This design comes from an exercise in tuning for small area, a short achievable clock period and few clock cycles per item on the open sky130 flow, not from production work. Where RTL was checked, it was by simulation tests only, not by an equivalence proof against the original. Power and IR drop assume default switching activity.

// ex_top
module ex_top #(
    parameter int LANES = 1
) (
    input  wire logic                           clk,
    input  wire logic                           rst_n,
    input  wire logic                           in_valid,
    output logic                                in_ready,   
    input  wire logic [4:0]                     op,   
    input  wire logic [ex_pkg::DATA_WIDTH-1:0]  rs1_data,
    input  wire logic [ex_pkg::DATA_WIDTH-1:0]  rs2_data,
    input  wire logic [ex_pkg::DATA_WIDTH-1:0]  pc,
    input  wire logic [ex_pkg::DATA_WIDTH-1:0]  imm,
    input  wire logic                           sel_pc,
    input  wire logic                           sel_imm,
    output logic                                out_valid,
    input  wire logic                           out_ready,
    output logic      [ex_pkg::DATA_WIDTH-1:0]  result,
    output logic                                branch_taken,
    output logic      [ex_pkg::DATA_WIDTH-1:0]  branch_target
);
==> flow/config.mk <==
export PLATFORM = sky130hd
export DESIGN_NAME = ex_top
export DESIGN_NICKNAME = ex_top
export VERILOG_FILES = /design/flow/design.v
export SDC_FILE = /design/flow/constraint.sdc
export NUM_CORES = 4
export LEC_CHECK = 0
export CAP_MARGIN = 20
export CORE_MARGIN = 2
export CORE_UTILIZATION = 40
export PLACE_DENSITY = 0.6
export SLEW_MARGIN = 20
export SETUP_SLACK_MARGIN = 7.5
==> flow/constraint.sdc <==
create_clock -name core_clock -period 12.0 [get_ports {clk}]
set_input_delay 2.4000 -clock core_clock [delete_from_list [all_inputs] [get_ports {clk}]]
set_output_delay 2.4000 -clock core_clock [all_outputs]
set_load 0.01 [all_outputs]
standard.sh (not shown) runs the stock make flow with config.mk's settings and CLKGATE_MAP_FILE= SYNTH_SCRIPT=/design/flow/synth_recipe.tcl, a recipe that flattens the netlist after the stock synthesis.
==> flow/flow/run.sh <==
#!/bin/bash
set -e
cp config.mk config.orig.mk
sed -i '/SETUP_SLACK_MARGIN/d' config.mk
echo "export SETUP_SLACK_MARGIN = ${MARGIN:-7.5}" >> config.mk
cp standard.sh standard.copy.sh
bash standard.sh > standard.log 2>&1
Testbench counts at the start, summed over its fixed seeds: cycles 140,196, items 80,000.
Change:
--- a/flow/design.v
+++ b/flow/design.v
@@ -106,18 +106,16 @@
     input  wire logic         a_signed,
     input  wire logic         b_signed,
     input  wire logic         want_rem,
     input  wire logic         mul_lo,   
     input  wire logic         use_r1,   
     input  wire logic         use_r2,   
     input  wire logic [31:0]  a,
     input  wire logic [31:0]  b,
-    input  wire logic         cap,      
-    input  wire logic [7:0]   b_cap,    
     input  wire logic         adv,      
     input  wire logic         hold,     
     input  wire logic         park,     
     input  wire logic [64:0]  pdata,
     output logic      [64:0]  pout,
     output logic              fin,
     output logic              fin_n,    
     output logic      [31:0]  result,
@@ -135,17 +133,17 @@
     localparam logic [2:0] S_MUL  = 3'd1;
     localparam logic [2:0] S_DN   = 3'd2;
     localparam logic [2:0] S_DIT  = 3'd3;
     localparam logic [2:0] S_FIN  = 3'd4;
     logic [2:0]   state;
     logic [6:0]   cnt;
     logic [R-1:0] r1;      
     logic [R-1:0] r2;      
-    logic [11:0]  bc;      
+    logic         bprev;   
     logic         cy;      
     logic         fneg;    
     logic         ones;    
     logic         sbq;     
     logic         abit;    
     logic sa, sb;
     assign sa = a_signed & a[31];
     assign sb = b_signed & b[31];
@@ -156,42 +154,33 @@
     assign mstep = (start && !is_div) || (state == S_MUL);
     function automatic void csa(input logic [W-1:0] x, input logic [W-1:0] y,
                                 input logic [W-1:0] z,
                                 output logic [W-1:0] s, output logic [W-1:0] c);
         s = x ^ y ^ z;
         c = ((x & y) | (x & z) | (y & z)) << 1;
     endfunction
     logic         last;
+    logic [8:0]   bb;
     logic [32:0]  aext;
     logic [W-1:0] row [7];
     logic [3:0]   negd;
     logic [W-1:0] sA, cA, sB, cB, sC, cC, sD, cD, s5, c5;
     logic [8:0]   low;
     assign last = mlast;
-    function automatic logic [11:0] booth_enc(input logic [8:0] bb);
-        for (int j = 0; j < 4; j++) begin
-            booth_enc[3*j+2] = bb[2*j+2] & !(bb[2*j+1] & bb[2*j]);
-            booth_enc[3*j+1] = (bb[2*j+2] & !bb[2*j+1] & !bb[2*j]) | (!bb[2*j+2] & bb[2*j+1] & bb[2*j]);
-            booth_enc[3*j]   = bb[2*j+1] ^ bb[2*j];
-        end
-    endfunction
-    always_ff @(posedge clk) begin
-        if (cap) bc <= booth_enc({b_cap, 1'b0});
-        else if (mstep) bc <= booth_enc(b[15:7]);
-    end
+    assign bb   = {b[7:0], bprev & !first};
     assign aext = {a_signed & a[31], a};
     always_comb begin
         logic         bn, one, two;
         logic [33:0]  sel;
         logic [W-1:0] px;
         for (int j = 0; j < 4; j++) begin
-            bn       = bc[3*j+2];
-            two      = bc[3*j+1];
-            one      = bc[3*j];
+            bn       = bb[2*j+2] & !(bb[2*j+1] & bb[2*j]);
+            one      = bb[2*j+1] ^ bb[2*j];
+            two      = (bb[2*j+2] & !bb[2*j+1] & !bb[2*j]) | (!bb[2*j+2] & bb[2*j+1] & bb[2*j]);
             sel      = one ? {aext[32], aext} : (two ? {aext, 1'b0} : 34'd0);
             px       = {{(W-34){sel[33] ^ bn}}, sel ^ {34{bn}}};
             negd[j]  = bn;
             row[j+2] = px << (2*j);
         end
         row[0] = first ? '0 : {{(W-R){r1[R-1]}}, r1};
         row[1] = first ? '0 : {{(W-R){r2[R-1]}}, r2};
         row[3][0] = negd[0];
@@ -294,16 +283,17 @@
         if (park) begin
             r1 <= R'(pdata[64:32]);
             r2 <= R'(pdata[31:0]);
         end else if (mstep) begin
             cnt   <= first ? 7'd1 : cnt + 7'd1;
             r1    <= s5[W-1:8];
             r2    <= c5[W-1:8];
             cy    <= low[8];
+            bprev <= bb[8];
         end else if (start) begin
             cnt <= kk;
             r1  <= '0;
             r2  <= R'(ma);
             sbq  <= sb;
         end else if (state == S_DN) begin
             r2   <= cnt[5] ? '0 : R'(sh_out[31:1]);
             abit <= !cnt[5] && a[nidx];
@@ -394,20 +384,18 @@
             x_t    <= jalr_in ? {pc[31:2] + 30'd1, pc[1:0]} : pc + imm;
             x_sub  <= (op == 5'd1) || (op == 5'd3) || (op == 5'd4) || br_in;
         end
     end
     always_ff @(posedge clk) begin
         if (x_free) x_a <= ((sel_pc && !br_in && !jalr_in) || jal_in) ? pc : rs1_data;
         else if (m_awr) x_a <= m_anxt;
     end
-    logic [31:0] b_in;
-    assign b_in = jal_in ? 32'd4 : (((sel_imm || jalr_in) && !br_in) ? imm : rs2_data);
     always_ff @(posedge clk) begin
-        if (x_free) x_b <= b_in;
+        if (x_free) x_b <= jal_in ? 32'd4 : (((sel_imm || jalr_in) && !br_in) ? imm : rs2_data);
         else if (m_bwr) x_b <= m_bnxt;
     end
     always_ff @(posedge clk) begin
         x_valid <= x_valid_n;
     end
     logic [31:0] alu_result, alu_target;
     logic        alu_taken;
     ex_alu u_alu (
@@ -444,18 +432,16 @@
         .a_signed (m_asg),
         .b_signed (m_bsg),
         .want_rem (m_rem),
         .mul_lo   (m_lo),
         .use_r1   (m_r1),
         .use_r2   (m_r2),
         .a      (x_a),
         .b      (x_b),
-        .cap    (x_free),
-        .b_cap  (b_in[7:0]),
         .adv    (x_adv),
         .hold   (s_valid),
         .park   (park),
         .pdata  (x_data),
         .pout   (m_pout),
         .fin    (m_fin),
         .fin_n  (m_fin_n),
         .result (m_result),
The new run completed without violations.
Worst setup slack gets better by 24 ps.
Final area is higher by about 3.6%.
Global-route usage is higher by 4.9 points.
Total power is higher by 21%.
Wire length is higher by 11%.
Clock power is lower by 16%.
Critical path depth is lower by 11.
Hold slack gets better by 11 ps.
Via count is higher by 6.4%.
Clock skew is higher by 13 ps.
Testbench counts after the change, summed over its fixed seeds: cycles 140,196, items 80,000.

========
== yarrow ==
Another version of the RTL of ex_top (not shown whole).
Size in the first run: ~4800 cells after synthesis, ~290 flip-flops, about 210 I/O pins, roughly 40000 sq um of cells after synthesis.
export LEC_CHECK = 0
export CAP_MARGIN = 20
export CORE_MARGIN = 2
export CORE_UTILIZATION = 40
export PLACE_DENSITY = 0.6
export SLEW_MARGIN = 20
export SETUP_SLACK_MARGIN = 7
create_clock -name core_clock -period 12.0 [get_ports {clk}]
==> flow/flow/run.sh <==
#!/bin/bash
set -e
cp config.mk config.orig.mk
sed -i '/SETUP_SLACK_MARGIN/d' config.mk
echo "export SETUP_SLACK_MARGIN = ${MARGIN:-7}" >> config.mk
cp standard.sh standard.copy.sh
bash standard.sh > standard.log 2>&1
Here is what was changed in the inputs of zinc compared with yarrow.
--- a/flow/design.v
+++ b/flow/design.v
@@ -103,14 +103,16 @@
     input  wire logic         rst_n,
     input  wire logic         act,      
     input  wire logic         is_div,   
     input  wire logic         a_signed,
     input  wire logic         b_signed,
     input  wire logic         want_rem,
     input  wire logic         mul_lo,   
+    input  wire logic         use_r1,   
+    input  wire logic         use_r2,   
     input  wire logic [31:0]  a,
     input  wire logic [31:0]  b,
     input  wire logic         cap,      
     input  wire logic [7:0]   b_cap,    
     input  wire logic         adv,      
     input  wire logic         hold,     
     input  wire logic         park,     
@@ -245,21 +247,20 @@
     assign early  = kk[6] || bz;   
     assign sh_ovr = dn_q;
     assign sh_amt = cnt[4:0];
     assign nidx   = dn_q ? cnt[4:0] : cnt[4:0] - 5'd1;
     assign remx = {r2[31:0], abit};
     assign dsum = {1'b0, remx} + (sbq ? {2'b11, b} : ~{2'b00, b}) + {33'd0, !sbq};
     assign ge   = !dsum[33];
-    logic [31:0] fx, fy, fsum, dres;
-    assign dres = want_rem ? r2[31:0] : r1[31:0];
-    assign fx   = is_div ? 32'd0 : r1[31:0];
-    assign fy   = is_div ? (dres ^ {32{fneg}}) : r2[31:0];
-    assign fsum = fx + fy + {31'd0, is_div ? fneg : cy};
+    logic [31:0] fx, fy, fsum;
+    assign fx   = (r1[31:0] ^ {32{fneg}}) & {32{use_r1}};
+    assign fy   = (r2[31:0] ^ {32{fneg}}) & {32{use_r2}};
+    assign fsum = fx + fy + {31'd0, fneg | (cy & !is_div)};
     assign fin    = (state == S_FIN);
-    assign result = mul_lo ? b : (fsum | {32{is_div && ones}});
+    assign result = mul_lo ? b : (fsum | {32{ones}});
     assign pout   = {r1[32:0], r2[31:0]};
     assign b_wr  = mstep;
     assign b_nxt = {low[7:0], b[31:8]};
     assign a_wr  = start && is_div;
     assign a_nxt = ma;
     logic [2:0] state_n;
     always_comb begin
@@ -274,14 +275,20 @@
                 S_DIT:  if (cnt[5:0] == 6'd0) state_n = S_FIN;
                 default: if (adv) state_n = S_IDLE;
             endcase
         end
     end
     assign fin_n = (state_n == S_FIN);
     always_ff @(posedge clk) begin
+        if (start) begin
+            fneg <= is_div && (want_rem ? sa : (sa ^ sb));
+            ones <= is_div && bz && !want_rem;
+        end
+    end
+    always_ff @(posedge clk) begin
         state  <= state_n;
         idle_q <= (state_n == S_IDLE);
         dn_q   <= (state_n == S_DN);
         mlast  <= rst_n && mstep && !first && (cnt[1:0] == 2'd2);
     end
     always_ff @(posedge clk) begin
         if (park) begin
@@ -292,16 +299,14 @@
             r1    <= s5[W-1:8];
             r2    <= c5[W-1:8];
             cy    <= low[8];
         end else if (start) begin
             cnt <= kk;
             r1  <= '0;
             r2  <= R'(ma);
-            fneg <= want_rem ? sa : (sa ^ sb);
-            ones <= bz && !want_rem;
             sbq  <= sb;
         end else if (state == S_DN) begin
             r2   <= cnt[5] ? '0 : R'(sh_out[31:1]);
             abit <= !cnt[5] && a[nidx];
         end else if (state == S_DIT) begin
             cnt  <= cnt - 7'd1;
             r1   <= R'({r1[30:0], ge});
@@ -337,15 +342,15 @@
     logic        x_free;     
     logic        x_valid_n, s_valid_n, x_ism_n, m_fin_n;
     logic [31:0] x_a, x_b, x_t;
     logic        x_sub;
     logic        f_add, f_sh, f_left, f_sra, f_slt, f_sltu, f_xor, f_or, f_and, f_lui;
     logic        f_jump, f_tgt, f_jalr;
     logic [5:0]  f_br;
-    logic        m_div, m_asg, m_bsg, m_rem, m_lo;
+    logic        m_div, m_asg, m_bsg, m_rem, m_lo, m_r1, m_r2;
     logic        x_ism;
     logic        x_done;
     logic        x_adv;
     logic        br_in, jal_in, jalr_in;
     assign br_in   = (op >= 5'd11) && (op <= 5'd16);
     assign jal_in  = (op == 5'd17);
     assign jalr_in = (op == 5'd18);
@@ -380,14 +385,16 @@
             f_jalr <= jalr_in;
             for (int i = 0; i < 6; i++) f_br[i] <= (op == 5'(11 + i));
             m_div  <= (op >= 5'd23);
             m_asg  <= (op == 5'd20) || (op == 5'd21) || (op == 5'd23) || (op == 5'd25);
             m_bsg  <= (op == 5'd20) || (op == 5'd23) || (op == 5'd25);
             m_rem  <= (op == 5'd25) || (op == 5'd26);
             m_lo   <= (op == 5'd19);
+            m_r1   <= (op <= 5'd24);
+            m_r2   <= (op <= 5'd22) || (op >= 5'd25);
             x_t    <= jalr_in ? {pc[31:2] + 30'd1, pc[1:0]} : pc + imm;
             x_sub  <= (op == 5'd1) || (op == 5'd3) || (op == 5'd4) || br_in;
         end
     end
     always_ff @(posedge clk) begin
         if (x_free) x_a <= ((sel_pc && !br_in && !jalr_in) || jal_in) ? pc : rs1_data;
         else if (m_awr) x_a <= m_anxt;
@@ -434,14 +441,16 @@
         .rst_n  (rst_n),
         .act    (x_valid && x_ism),
         .is_div   (m_div),
         .a_signed (m_asg),
         .b_signed (m_bsg),
         .want_rem (m_rem),
         .mul_lo   (m_lo),
+        .use_r1   (m_r1),
+        .use_r2   (m_r2),
         .a      (x_a),
         .b      (x_b),
         .cap    (x_free),
         .b_cap  (b_in[7:0]),
         .adv    (x_adv),
         .hold   (s_valid),
         .park   (park),
### Flow results
zinc reports a lower complex-gate fraction of the synthesized area than yarrow does. The combinational power share in zinc sits 0.6 points below the value recorded for yarrow. yarrow → zinc: cell count decreased about 2.4%, number of design-rule violations left by the first detailed-router iteration saw a decrease, clock group share of total power moved up, average cell area after synthesis shows an increase of 0.98%, global-route met2 utilization saw a decrease. Clock-buffer cell count shrinks by more than 10% when moving from yarrow to zinc. Total via count in the routed design was lower in zinc than in yarrow. Changes observed in zinc relative to yarrow: total design power decreased by 9.7% relative to the old numbers, path length in cells of the critical path shrank by 3, die outline area went down.
Testbench counts of zinc, summed over its fixed seeds: cycles 140,196, items 80,000.
Function not checked in yarrow: the RTL went through the layout flow alone.

[afterwards: timing with drivers on the ports]
No port has a modelled driver above. Below, the same layouts with a new extraction and two added sets of constraints.
Step 1: set_driving_cell puts a clkbuf_16 on clk and a buf_2 on each other input, an assumption about the parent block.
Step 2, shift: input delay + t, output delay - t, t = (earliest + latest rising clock arrival at the registers) / 2. This alone moves slack from input paths to output paths.
Slacks: ideal ports / drivers / drivers and shift; pairs: ideal ports / drivers.
| run | t (ns) | setup slack, ns | worst setup path at the end | clock arrival spread, ns |
|---|---|---|---|---|
| the first run of note 1 | 0.659 | 7.273 / 7.273 / 6.825 | input to register | 0.026 / 0.026 |
| the second run of note 1 | 0.673 | 7.297 / 7.297 / 6.854 | input to register | 0.039 / 0.039 |
| yarrow | 0.692 | 6.921 / 6.921 / 6.352 | input to register | 0.033 / 0.033 |
| zinc | 0.676 | 6.977 / 6.977 / 6.395 | input to register | 0.055 / 0.055 |
After both steps setup and hold are still met in every run listed. For zinc, which loses most, drivers alone change the setup slack by 0.000 ns; drivers and shift together by -0.582 ns.
